Source: an optimization exercise on an open RTL-to-GDS flow (aim: small area, a short achievable clock period and few clock cycles per item). Production flows keep margins and buffers that such runs may drop. The RTL was checked by simulation tests, not by an equivalence proof against the original design. No activity file was given, so power comes from the tool's default toggle rates.

build 74:
Design lru_key_value_cache, start of the top module:
module lru_key_value_cache (
  input  logic                         clk,
  input  logic                         rst,
  input  logic                         cfg_write_en,
  input  logic [4:0]                   cfg_write_data,
  input  logic                         req_valid,
  output logic                         req_ready,
  input  logic                         req_command,
  input  logic [15:0]                  req_lookup_key,
  input  logic [31:0]                  req_write_value,
  output logic                         rsp_valid,
  input  logic                         rsp_ready,
  output logic                         rsp_hit,
  output logic [31:0]                  rsp_read_value,
  output logic                         rsp_evicted,
  output logic [15:0]                  rsp_evicted_key
);
  localparam int N  = 16;
  localparam int KW = 16;
  localparam int VW = 32;
  logic          s_v;
  logic          s_put;
  logic [KW-1:0] s_key;
  logic [VW-1:0] s_val;
  logic [N-1:0]  vld;
  logic [KW-1:0] ekey [N];
  logic [VW-1:0] eval [N];
  ...
Settings: LEC_CHECK=0, CAP_MARGIN=20, CORE_MARGIN=2, CORE_UTILIZATION=70, SETUP_SLACK_MARGIN=3.2, SLEW_MARGIN=20, BUFFER_PORTS_ARGS=-buffer_cell sky130_fd_sc_hd__buf_4; clock period 6.0 ns.
standard.sh (not shown) runs the stock make flow with config.mk's settings and CLKGATE_MAP_FILE= SYNTH_SCRIPT=/design/flow/synth_recipe.tcl, a recipe that flattens the netlist after the stock synthesis.
==> flow/flow/run.sh <==
#!/bin/bash
set -e
echo 'export BUFFER_PORTS_ARGS = -buffer_cell sky130_fd_sc_hd__buf_4' >> "$FLOW_CONFIG"
bash standard.sh > standard.log 2>&1
Testbench counts of build 74, summed over its fixed seeds: cycles 8,016, items 8,000.
Edits applied to the flow inputs when going from build 74 to build 73:
- CORE_UTILIZATION: 70 -> 60
- SETUP_SLACK_MARGIN: 3.2 -> 3.0
- PLACE_DENSITY: unset -> 0.72
==> comparison <==
Compared with build 74, build 73 shows detailed placement HPWL lower by about 1.7%.
Area after synthesis: build 74 vs build 73 identical
Of the two values seen for worst-path cell with the longest stage delay, sky130_fd_sc_hd__buf_6 was produced by build 74 and sky130_fd_sc_hd__nor2b_4 by build 73.
Compared build 73 vs build 74, and fraction of final layout cells sized beyond drive strength 1 is down in build 73.
Final wirelength went down by a little under 10% going from build 74 to build 73.
Looking at proportion of power drawn by the clock network, build 73 sits above build 74.
Build 73 ended with less combinational share of power than build 74.
Looking at first-iteration DRC count, build 73 sits 936 lower than build 74 does.
Changes observed in build 73 relative to build 74: net total in the final layout now smaller, design area now smaller, area used by sequential logic in the layout comparable, filler cell count now larger.
Setup changes, build 73 to build 24
- putting CTS_BUF_LIST at sky130_fd_sc_hd__clkbuf_8 where nothing was set
- clearing PLACE_DENSITY, which used to be 0.72
- putting CTS_CLUSTER_SIZE at 30 where nothing was set
==> comparison <==
When the final numbers for build 73 and build 24 were put side by side, the final net count turned out to be greater in build 24.
Going from build 73 to build 24, final cell count grew by a few percent.
Number of inserted diodes on build 24 is up relative to build 73.
Min fraction of power consumed by combinational cells across build 73 and build 24: build 73
Summary — clock insertion delay at the later pin of the skew report, build 24 relative to build 73: higher, by 0.14 ns.
Area: build 24 vs build 73 -> build 24 smaller
Lower transition time of the tightest slew-check pin goes to build 73 over build 24.
Clock buffer count was lower in the run labelled build 73.
Here is what was changed in the inputs of build 50 compared with build 24.
- changing CORE_UTILIZATION from 60 to 40
- removing CTS_CLUSTER_SIZE (formerly 30)
- removing CTS_BUF_LIST (formerly sky130_fd_sc_hd__clkbuf_8)
### Flow results
| worst clock skew | build 50 vs build 24 | 0.025 ns higher |. Summary of the comparison: clock-buffer cell count is lower in build 50, relative to build 24. Looking at global-route wire length before repair across both flows, build 50 is the weaker of the two, with build 24 ahead. Of build 50 and build 24, the higher data required time at the worst endpoint belongs to build 24. Looking at area of the die across build 50 and build 24, the one that comes out higher is build 50. Delta (build 50 minus build 24): number of iterations in the first detailed-routing pass fell by 2; total power rose by 8.9%. Re routed wire length: build 50 and build 24 aren't equal, and the higher value belongs to build 50. Re share of the synthesized area in compound gates (AO/OA/AOI/OAI): no difference whatsoever between build 24 and build 50.

========
lru_key_value_cache, a different RTL version from the one above (not shown whole).
For scale: about 2100 cells after synthesis, about 860 flip-flops, about 110 I/O pins, ~35000 µm² of cells after synthesis.
==> flow/config.mk <==
export PLATFORM = sky130hd
export DESIGN_NAME = lru_key_value_cache
export DESIGN_NICKNAME = lru_key_value_cache
export VERILOG_FILES = /design/flow/design.v
export SDC_FILE = /design/flow/constraint.sdc
export NUM_CORES = 4
export LEC_CHECK = 0
export CAP_MARGIN = 20
export CORE_MARGIN = 2
export CORE_UTILIZATION = 40
export SETUP_SLACK_MARGIN = 3.2
export SLEW_MARGIN = 20
export TNS_END_PERCENT = 10
export BUFFER_PORTS_ARGS = -buffer_cell sky130_fd_sc_hd__buf_4
==> flow/constraint.sdc <==
create_clock -name core_clock -period 6.0 [get_ports {clk}]
set_input_delay 1.2000 -clock core_clock [delete_from_list [all_inputs] [get_ports {clk}]]
set_output_delay 1.2000 -clock core_clock [all_outputs]
set_load 0.01 [all_outputs]
Scripts as last shown in full above: flow/flow/run.sh
Testbench counts at the start, summed over its fixed seeds: cycles 8,016, items 8,000.
==> next run, changes <==
==> flow/run.sh (new file) <==
#!/bin/bash
# synth_recipe.tcl (not shown) runs the flow's synth.tcl, then flattens the netlist and writes it again
# the make line also repeats each setting of config.mk as NAME=value (left out here)
make -C /OpenROAD-flow-scripts/flow DESIGN_CONFIG=/design/flow/config.mk WORK_HOME=/design/flow/orfs CLKGATE_MAP_FILE= SYNTH_SCRIPT=/design/flow/synth_recipe.tcl finish
--- a/flow/config.mk
+++ b/flow/config.mk
@@ -10,5 +10,3 @@
 export CORE_UTILIZATION = 40
-export SETUP_SLACK_MARGIN = 3.2
+export SETUP_SLACK_MARGIN = 3.0
 export SLEW_MARGIN = 20
-export TNS_END_PERCENT = 10
-export BUFFER_PORTS_ARGS = -buffer_cell sky130_fd_sc_hd__buf_4
removed: flow/flow/run.sh
removed: flow/standard.sh
Result:
- clock-buffer cell count climbs by 1
- total power climbs by 1.7%
- routed wire length drops by 0.57%
- worst setup slack degrades by 0.017 ns
- non-clock buffer count drops by 56
- final area drops by 0.75%
- global-route usage drops by 0.19 points
==> next run, changes <==
==> flow/flow/run.sh (new file) <==
#!/bin/bash
set -e
echo 'export BUFFER_PORTS_ARGS = -buffer_cell sky130_fd_sc_hd__buf_4' >> "$FLOW_CONFIG"
bash standard.sh > standard.log 2>&1
==> flow/standard.sh (new file) <==
#!/bin/bash
# synth_recipe.tcl (not shown) runs the flow's synth.tcl, then flattens the netlist and writes it again
# the make line also repeats each setting of config.mk as NAME=value (left out here)
make -C /OpenROAD-flow-scripts/flow DESIGN_CONFIG=/design/flow/config.mk WORK_HOME=/design/flow/orfs CLKGATE_MAP_FILE= SYNTH_SCRIPT=/design/flow/synth_recipe.tcl "${@:-finish}"
--- a/flow/config.mk
+++ b/flow/config.mk
@@ -9,4 +9,5 @@
 export CORE_MARGIN = 2
-export CORE_UTILIZATION = 40
+export CORE_UTILIZATION = 60
 export SETUP_SLACK_MARGIN = 3.0
 export SLEW_MARGIN = 20
+export BUFFER_PORTS_ARGS = -buffer_cell sky130_fd_sc_hd__buf_4
removed: flow/run.sh
Outcome: The changed run produced a clean layout. Worst setup slack improved by 0.19 ns. Global-route usage rises by 13 points. Final cell count shrinks by 11%. Area after synthesis is unchanged. Utilization rises by 23 points. Final area came out lower by 2.1%. Wire length came out lower by 2.0%. Via count went up by 2.5%. Fmax came out higher by 6.3%.

========
lru_key_value_cache, a different RTL version from the one above (not shown whole).
Size: roughly 990 flip-flops, about 0.039 mm² of cells after synthesis.
export LEC_CHECK = 0
export CAP_MARGIN = 20
export CORE_MARGIN = 2
export CORE_UTILIZATION = 40
export SETUP_SLACK_MARGIN = 3.5
export SLEW_MARGIN = 20
export TNS_END_PERCENT = 10
export BUFFER_PORTS_ARGS = -buffer_cell sky130_fd_sc_hd__buf_4
create_clock -name core_clock -period 6.0 [get_ports {clk}]
==> flow/flow/run.sh <==
#!/bin/bash
set -e
echo 'export BUFFER_PORTS_ARGS = -buffer_cell sky130_fd_sc_hd__buf_4' >> "$FLOW_CONFIG"
bash standard.sh > standard.log 2>&1
The first run finished with timing, DRC and antenna clean.
Testbench counts at the start, summed over its fixed seeds: cycles 8,016, items 8,000.
Then changed:
Settings changed: SETUP_SLACK_MARGIN 3.5 to 3.2.
Result: Wire length shrinks by 2.6%. Non-clock buffer count increases by 12. Fmax decreases by 3.4%.

========
## job 7860
RTL: one of the versions met above, not the one the previous note started from.
For scale: about 2,200 cells after synthesis, roughly 870 flip-flops, ~35,000 um^2 of cells after synthesis.
export LEC_CHECK = 0
export CAP_MARGIN = 5
export CORE_MARGIN = 2
export CORE_UTILIZATION = 60
export SETUP_SLACK_MARGIN = 3.0
export SLEW_MARGIN = 5
export BUFFER_PORTS_ARGS = -buffer_cell sky130_fd_sc_hd__buf_4
create_clock -name core_clock -period 6.0 [get_ports {clk}]
Scripts as last shown in full above: flow/flow/run.sh
Testbench counts of job 7860, summed over its fixed seeds: cycles 8,016, items 8,000.
Inputs modified between job 7860 and job 1365:
-- flow/config.mk --
<<< job 7860, line 8
export CAP_MARGIN = 5
>>> job 1365, line 8
export ABC_AREA = 1
export CAP_MARGIN = 20
<<< job 7860, line 12
export SLEW_MARGIN = 5
>>> job 1365, line 13
export SLEW_MARGIN = 20
==> results.txt <==
Per the comparison of job 1365 with job 7860, met2 track demand over resource in global routing shows a reduction of 0.59 points; power after layout shows an increase of 1.2 mW; cell count along the critical path shows an increase of 2; total of fill cells in the finished design shows an increase of 12%; combinational power shows an increase of 89%.
Looking only at number of global-route vias before repair, and setting everything else aside, the lower value of job 7860 and job 1365 goes to job 7860.
Job 1365 vs job 7860, met3 track demand over resource in global routing went down by 1.9 points.
Min worst max-slew margin expressed relative to the limit across job 7860 and job 1365: job 1365
Comparing job 7860 and job 1365, the lower via count is on job 7860.
Post-detailed-route via-to-cell ratio: job 1365 < job 7860
The following lists how job 7159 was set up differently from job 1365:
-- flow/config.mk --
<<< job 1365, line 8
export ABC_AREA = 1
>>> job 7159, line 8
==> results.txt <==
Relative to job 1365, combined area of the multi-input logic cells decreased by about 7% in job 7159. Of job 7159 and job 1365, the run reporting the higher cell count was job 1365. Job 1365 → job 7159: worst slack on hold paths moved down; share of cell area taken by flip-flops and latches moved up; clock buffer instance count of the final layout moved up; net total in the final layout moved down. Job 1365 -> job 7159: worst setup slack flat.

========
## the reference run
The RTL this note starts from:
==> flow/design.v <==
package lkv_pkg;
  localparam int MAX_ENTRIES_DEF = 16;
  localparam int KEY_BITS_DEF    = 16;
  localparam int VALUE_BITS_DEF  = 32;
  localparam int             CAP_BITS  = 5;
  localparam logic [CAP_BITS-1:0] CAP_RESET = 5'd16;
  typedef enum logic {
    CMD_GET = 1'b0,
    CMD_PUT = 1'b1
  } cmd_t;
  typedef enum logic [1:0] {
    ST_IDLE,
    ST_MATCH,
    ST_UPDATE,
    ST_REPLY
  } state_t;
  typedef struct packed {
    logic capture;
    logic lookup;
    logic update;
    logic reply;
  } ctl_cmd_t;
endpackage
module lru_key_value_cache (
  input  logic                         clk,
  input  logic                         rst,
  input  logic                         cfg_write_en,
  input  logic [4:0]                   cfg_write_data,
  input  logic                         req_valid,
  output logic                         req_ready,
  input  logic                         req_command,
  input  logic [15:0]                  req_lookup_key,
  input  logic [31:0]                  req_write_value,
  output logic                         rsp_valid,
  input  logic                         rsp_ready,
  output logic                         rsp_hit,
  output logic [31:0]                  rsp_read_value,
  output logic                         rsp_evicted,
  output logic [15:0]                  rsp_evicted_key
);
  localparam int N  = 16;
  localparam int KW = 16;
  localparam int VW = 32;
  logic          s_v;
  logic          s_put;
  logic [KW-1:0] s_key;
  logic [VW-1:0] s_val;
  logic [4:0]    cnt;
  logic [N-1:0]  vld;
  logic [KW-1:0] ekey [N];
  logic [VW-1:0] eval [N];
  logic [3:0]    lim_m1;
  logic          go;
  logic [N-1:0]  m;
  logic [N-1:0]  ge;
  logic          hit;
  logic          putmiss;
  logic          full;
  logic [N-1:0]  en;
  logic [VW-1:0] hv;
  logic [KW-1:0] lastkey;
  logic          rd_q;
  assign go        = s_v & (~rsp_valid | rsp_ready);
  assign req_ready = ~s_v | ~rsp_valid | rsp_ready;
  always_ff @(posedge clk) begin
    if (rst) begin
      s_v <= 1'b0;
    end else if (req_ready) begin
      s_v <= req_valid;
    end
  end
  always_ff @(posedge clk) begin
    if (req_ready) begin
      s_put <= req_command;
      s_key <= req_lookup_key;
      s_val <= req_write_value;
    end
  end
  always_ff @(posedge clk) begin
    if (rst) begin
      lim_m1 <= 4'd15;
    end else if (cfg_write_en) begin
      if (cfg_write_data == 5'd0) begin
        lim_m1 <= 4'd0;
      end else if (cfg_write_data > 5'd16) begin
        lim_m1 <= 4'd15;
      end else begin
        lim_m1 <= 4'(cfg_write_data - 5'd1);
      end
    end
  end
  always_comb begin
    for (int i = 0; i < N; i++) begin
      vld[i] = cnt > 5'(i);
    end
    for (int i = 0; i < N; i++) begin
      m[i] = vld[i] && (ekey[i] == s_key);
    end
    for (int i = 0; i < N; i++) begin
      ge[i] = |(m >> i);
    end
    hit     = ge[0];
    putmiss = s_put & ~hit;
    full    = cnt > {1'b0, lim_m1};
    en[0]   = go & (hit | s_put);
    for (int i = 1; i < N; i++) begin
      en[i] = go & (ge[i] | putmiss);
    end
    hv      = '0;
    lastkey = '0;
    for (int i = 0; i < N; i++) begin
      hv = hv | ({VW{m[i]}} & eval[i]);
      if (i == N - 1) begin
        lastkey = lastkey | ({KW{vld[i]}} & ekey[i]);
      end else begin
        lastkey = lastkey | ({KW{vld[i] & ~vld[i+1]}} & ekey[i]);
      end
    end
  end
  always_ff @(posedge clk) begin
    if (en[0]) begin
      ekey[0] <= s_key;
      eval[0] <= s_put ? s_val : hv;
    end
    for (int i = 1; i < N; i++) begin
      if (en[i]) begin
        ekey[i] <= ekey[i-1];
        eval[i] <= eval[i-1];
      end
    end
  end
  always_ff @(posedge clk) begin
    if (rst) begin
      cnt <= '0;
    end else if (go && putmiss && !full) begin
      cnt <= cnt + 5'd1;
    end
  end
  always_ff @(posedge clk) begin
    if (rst) begin
      rsp_valid <= 1'b0;
    end else if (go) begin
      rsp_valid <= 1'b1;
    end else if (rsp_ready) begin
      rsp_valid <= 1'b0;
    end
  end
  assign rsp_read_value = {VW{rd_q}} & eval[0];
  always_ff @(posedge clk) begin
    if (go) begin
      rd_q            <= hit & ~s_put;
      rsp_hit         <= hit;
      rsp_evicted     <= putmiss & full;
      rsp_evicted_key <= (putmiss & full) ? lastkey : '0;
    end
  end
endmodule
export LEC_CHECK = 0
export CAP_MARGIN = 20
export CORE_MARGIN = 2
export CORE_UTILIZATION = 40
export SETUP_SLACK_MARGIN = 3.2
export SLEW_MARGIN = 20
create_clock -name core_clock -period 6.0 [get_ports {clk}]
run.sh (not shown) runs the stock make flow with config.mk's settings and CLKGATE_MAP_FILE= SYNTH_SCRIPT=/design/flow/synth_recipe.tcl, a recipe that flattens the netlist after the stock synthesis.
Stock flow here: none of the scripts above is used.
Testbench counts of the reference run, summed over its fixed seeds: cycles 8,016, items 8,000.
> inputs changed (the reference run -> the trial run)
Settings: setting ABC_CLOCK_PERIOD_IN_PS to 2800 for the first time.
[summary]
- The trial run reached the final stage; the timing, DRC and antenna checks on its layout passed.
- Taking the reference run as the reference, in the trial run fraction of registers with async set/reset saw little to no change; flip-flop and latch count saw little to no change; combinational fraction of design power saw little to no change; setup slack of the critical path after layout saw little to no change.
- The reference run -> the trial run: power delta 0, exact match

========
Another version of the RTL of lru_key_value_cache (not shown whole).
For scale: roughly 2300 cells after synthesis, ~930 flip-flops, ~37000 um2 of cells after synthesis.
export LEC_CHECK = 0
export CAP_MARGIN = 20
export CORE_MARGIN = 2
export CORE_UTILIZATION = 40
export SETUP_SLACK_MARGIN = 3.4
export SLEW_MARGIN = 20
create_clock -name core_clock -period 6.0 [get_ports {clk}]
Testbench counts at the start, summed over its fixed seeds: cycles 8,016, items 8,000.
==> next run, changes <==
==> flow/flow/run.sh (new file) <==
#!/bin/bash
set -e
echo 'export BUFFER_PORTS_ARGS = -buffer_cell sky130_fd_sc_hd__buf_4' >> "$FLOW_CONFIG"
bash standard.sh > standard.log 2>&1
==> flow/standard.sh (new file) <==
#!/bin/bash
# synth_recipe.tcl (not shown) runs the flow's synth.tcl, then flattens the netlist and writes it again
# the make line also repeats each setting of config.mk as NAME=value (left out here)
make -C /OpenROAD-flow-scripts/flow DESIGN_CONFIG=/design/flow/config.mk WORK_HOME=/design/flow/orfs CLKGATE_MAP_FILE= SYNTH_SCRIPT=/design/flow/synth_recipe.tcl "${@:-finish}"
BUFFER_PORTS_ARGS = -buffer_cell sky130_fd_sc_hd__buf_4   (was not set)
removed: flow/run.sh
- sequential power hardly moves
- wire length is lower by a few percent
- final cell count is lower slightly
- first-iteration DRC count is lower by a few percent
- global-route usage is lower by 0.75 points

-- re-timing with driven ports --
The results above use ideal ports. As a check the final layouts listed here were re-extracted and re-timed, cells and wires unchanged.
Step 1 (the two cells are an assumption about what drives the block):
set clk [get_ports {clk}]
set_driving_cell -lib_cell sky130_fd_sc_hd__clkbuf_16 $clk
set_driving_cell -lib_cell sky130_fd_sc_hd__buf_2 [delete_from_list [all_inputs] $clk]
Step 2 moves the port delays by t, midway between the first and last clock arrival at a register: inputs arrive t later, outputs are due t later. That takes back most of the time a late clock gives input paths.
a / b / c = ideal ports / drivers / drivers and shift; a / b = the first two.
run | shift t [ns] | setup slack, ns | worst slew at a driven data input, ns
build 74 | 0.703 | 2.991 / 2.930 / 2.526 | 0.07
build 73 | 0.703 | 3.002 / 2.971 / 2.616 | 0.06
build 24 | 0.849 | 2.990 / 2.953 / 2.348 | 0.05
build 50 | 0.700 | 2.996 / 2.990 / 2.473 | 0.05
the first run of note 2 | 0.716 | 2.819 / 2.819 / 2.329 | 0.05
the second run of note 2 | 0.697 | 2.802 / 2.740 / 2.357 | 0.06
the third run of note 2 | 0.704 | 2.991 / 2.991 / 2.379 | 0.06
the first run of note 3 | 0.755 | 3.025 / 2.837 / 2.082 | 0.31
the second run of note 3 | 0.772 | 2.919 / 2.855 / 2.083 | 0.25
job 7860 | 0.694 | 2.959 / 2.959 / 2.317 | 0.05
job 1365 | 0.719 | 3.025 / 3.023 / 2.478 | 0.04
job 7159 | 0.708 | 3.025 / 3.002 / 2.428 | 0.05
the reference run | 0.746 | 2.636 / 2.636 / 2.475 | 0.06
the trial run | 0.746 | 2.636 / 2.636 / 2.475 | 0.06
the first run of note 6 | 0.750 | 2.841 / 2.768 / 2.496 | 0.07
the second run of note 6 | 0.744 | 2.953 / 2.953 / 2.517 | 0.06
After both steps setup and hold are still met in every run listed. The setup slack of the first run of note 3, which loses most, moves by -0.188 ns with the drivers and by -0.943 ns with both steps.
